This is an optimization exercise on Yosys and OpenROAD, whose aim is small area, not a production implementation. Only simulation tests tie the RTL to the original design; equivalence was not proved. No activity file was given, so power comes from the tool's default toggle rates.

// nn_accel
module nn_accel (
    input  logic         clk_i,
    input  logic         rst_i,
    input  logic         cmd_strobe_i,
    input  logic [31:0]  cmd_addr_i,
    output logic         mem_req_strobe_o,
    output logic         mem_req_rw_o,
    output logic [31:0]  mem_req_addr_o,
    output logic [31:0]  mem_req_wdata_o,
    input  logic         mem_rsp_ready_i,
    input  logic [127:0] mem_rsp_line_i,
    output logic         done_o,
    output logic [31:0]  class_o
);
clock: 12.0 ns
lec_check: 0
cap_margin: 10
core_margin: 2
core_utilization: 50
place_density: 0.65
slew_margin: 10
standard.sh (not shown) runs the stock make flow with config.mk's settings and CLKGATE_MAP_FILE= SYNTH_SCRIPT=/design/flow/synth_recipe.tcl, a recipe that flattens the netlist after the stock synthesis.
==> flow/flow/run.sh <==
#!/bin/bash
# The standard layout, with two changes:
#  - synthesis maps the logic with an area-oriented ABC script (flow/area.abc);
#    every other synthesis step, and so every register, is the standard one
#  - the ports are buffered with the smallest buffer cell
#  - the clock tree uses fewer, larger register clusters
#  - one tie cell drives all the constant outputs
set -euo pipefail
here=$(pwd)
cat > "$here/synth_area.tcl" <<EOT
proc synth {args} { yosys synth -nofsm -noshare {*}\$args }
proc abc {args} {
  set i [lsearch \$args -script]
  set args [lreplace \$args [expr {\$i + 1}] [expr {\$i + 1}] $here/flow/area.abc]
  yosys abc {*}\$args
}
EOT
# the rest is the standard flow's own synthesis script, unchanged
tail -n +2 "$here/synth_recipe.tcl" >> "$here/synth_area.tcl"
export BUFFER_PORTS_ARGS="-buffer_cell sky130_fd_sc_hd__buf_1"
# a few large clusters of registers per clock buffer, no dummy loads
export CTS_ARGS="-sink_clustering_enable -repair_clock_nets -sink_clustering_size 16 -sink_clustering_max_diameter 60 -buf_list sky130_fd_sc_hd__clkbuf_8 -dont_use_dummy_load"
bash standard.sh "SYNTH_SCRIPT=$here/synth_area.tcl" SKIP_REPAIR_TIE_FANOUT=1 finish > "$here/flow_make.log" 2>&1
==> flow/flow/area.abc <==
strash
dc2
dch -f
amap
strash
dc2
dch -f
amap
strash
&get -n
&deepsyn -T 60
&put
dch -f
amap -A 10 -F 4
The starting point passed the timing, design-rule and antenna checks.
Next try:
--- a/flow/config.mk
+++ b/flow/config.mk
@@ -8,5 +8,5 @@
 export CAP_MARGIN = 10
 export CORE_MARGIN = 2
-export CORE_UTILIZATION = 50
-export PLACE_DENSITY = 0.65
+export CORE_UTILIZATION = 55
+export PLACE_DENSITY = 0.75
 export SLEW_MARGIN = 10
Effect: Clock skew is about the same; sequential cell count does not change; total power came out lower by 0.34%; first-iteration DRC count went up by 32%; sequential power hardly moves; global-route usage rises by 2.2 points.
Next try:
--- a/flow/flow/run.sh
+++ b/flow/flow/run.sh
@@ -20,4 +20,4 @@
 export BUFFER_PORTS_ARGS="-buffer_cell sky130_fd_sc_hd__buf_1"
 # a few large clusters of registers per clock buffer, no dummy loads
-export CTS_ARGS="-sink_clustering_enable -repair_clock_nets -sink_clustering_size 16 -sink_clustering_max_diameter 60 -buf_list sky130_fd_sc_hd__clkbuf_8 -dont_use_dummy_load"
+export CTS_ARGS="-sink_clustering_enable -repair_clock_nets -sink_clustering_size 8 -sink_clustering_max_diameter 40 -buf_list sky130_fd_sc_hd__clkbuf_4 -dont_use_dummy_load"
 bash standard.sh "SYNTH_SCRIPT=$here/synth_area.tcl" SKIP_REPAIR_TIE_FANOUT=1 finish > "$here/flow_make.log" 2>&1
==> flow/flow/area.abc (replaced) <==
strash
dc2
dch -f
amap
strash
dc2
dch -f
amap
strash
dch -f
amap -A 10 -F 4
--- a/flow/config.mk
+++ b/flow/config.mk
@@ -8,5 +8,4 @@
 export CAP_MARGIN = 10
 export CORE_MARGIN = 2
-export CORE_UTILIZATION = 55
-export PLACE_DENSITY = 0.75
+export CORE_UTILIZATION = 40
 export SLEW_MARGIN = 10
Worst setup slack is better by 0.031 ns.
Routed wire length goes up by 15%.
Clock-buffer cell count rises by 21.
Core utilization shrinks by 17 points.
Power rises by 40%.
Next try:
--- a/flow/flow/run.sh
+++ b/flow/flow/run.sh
@@ -20,4 +20,4 @@
 export BUFFER_PORTS_ARGS="-buffer_cell sky130_fd_sc_hd__buf_1"
 # a few large clusters of registers per clock buffer, no dummy loads
-export CTS_ARGS="-sink_clustering_enable -repair_clock_nets -sink_clustering_size 8 -sink_clustering_max_diameter 40 -buf_list sky130_fd_sc_hd__clkbuf_4 -dont_use_dummy_load"
+export CTS_ARGS="-sink_clustering_enable -repair_clock_nets -sink_clustering_size 16 -sink_clustering_max_diameter 60 -buf_list sky130_fd_sc_hd__clkbuf_8 -dont_use_dummy_load"
 bash standard.sh "SYNTH_SCRIPT=$here/synth_area.tcl" SKIP_REPAIR_TIE_FANOUT=1 finish > "$here/flow_make.log" 2>&1
==> flow/flow/area.abc (replaced) <==
strash
dc2
dch -f
amap
strash
dc2
dch -f
amap
strash
&get -n
&deepsyn -T 60
&put
dch -f
amap -A 10 -F 4
Outcome: The new run went through all stages and came out clean. Synthesized cell count goes down by a few percent. Area after synthesis goes down by a few percent. Routed wire length goes down by a little under a tenth. Final cell count goes down by a few percent. Setup slack gets worse by 0.032 ns. Global-route usage goes down by 1.5 points. First-iteration DRC count goes up by a few percent. Fmax barely changes. Combinational power goes down by well over a third. Worst hold slack hardly moves. Clock power goes down by a little under a tenth.

## re-timing with driven ports
The flow's constraints put no driver on any port. The routed layouts listed below were extracted and timed again, unchanged, in two steps.
Step 1 sets driving cells, clkbuf_16 on the clock port and buf_2 on the other inputs (assumed; they add their load-dependent delay and slew).
Step 2 also shifts input and output timing later by t, the mid clock arrival at the registers, as if the neighbouring blocks saw the same clock.
Three values: ideal ports, drivers, drivers and shift; two values: the first two.
run | t (ns) | setup slack, ns | worst setup path at the end | clock arrival spread, ns | pins driven straight from the clock port
the first run | 0.557 | 0.302 / 0.282 / 0.282 | input to output | 0.040 / 0.039 | 1
the second run | 0.547 | 0.321 / 0.298 / 0.298 | input to output | 0.040 / 0.041 | 1
the third run | 0.648 | 0.352 / 0.327 / 0.327 | input to output | 0.096 / 0.096 | 1
the fourth run | 0.563 | 0.320 / 0.300 / 0.300 | input to output | 0.062 / 0.062 | 1
After both steps setup and hold are still met in every run listed. The setup slack of the third run, which loses most, moves by -0.025 ns with the drivers and by -0.025 ns with both steps.
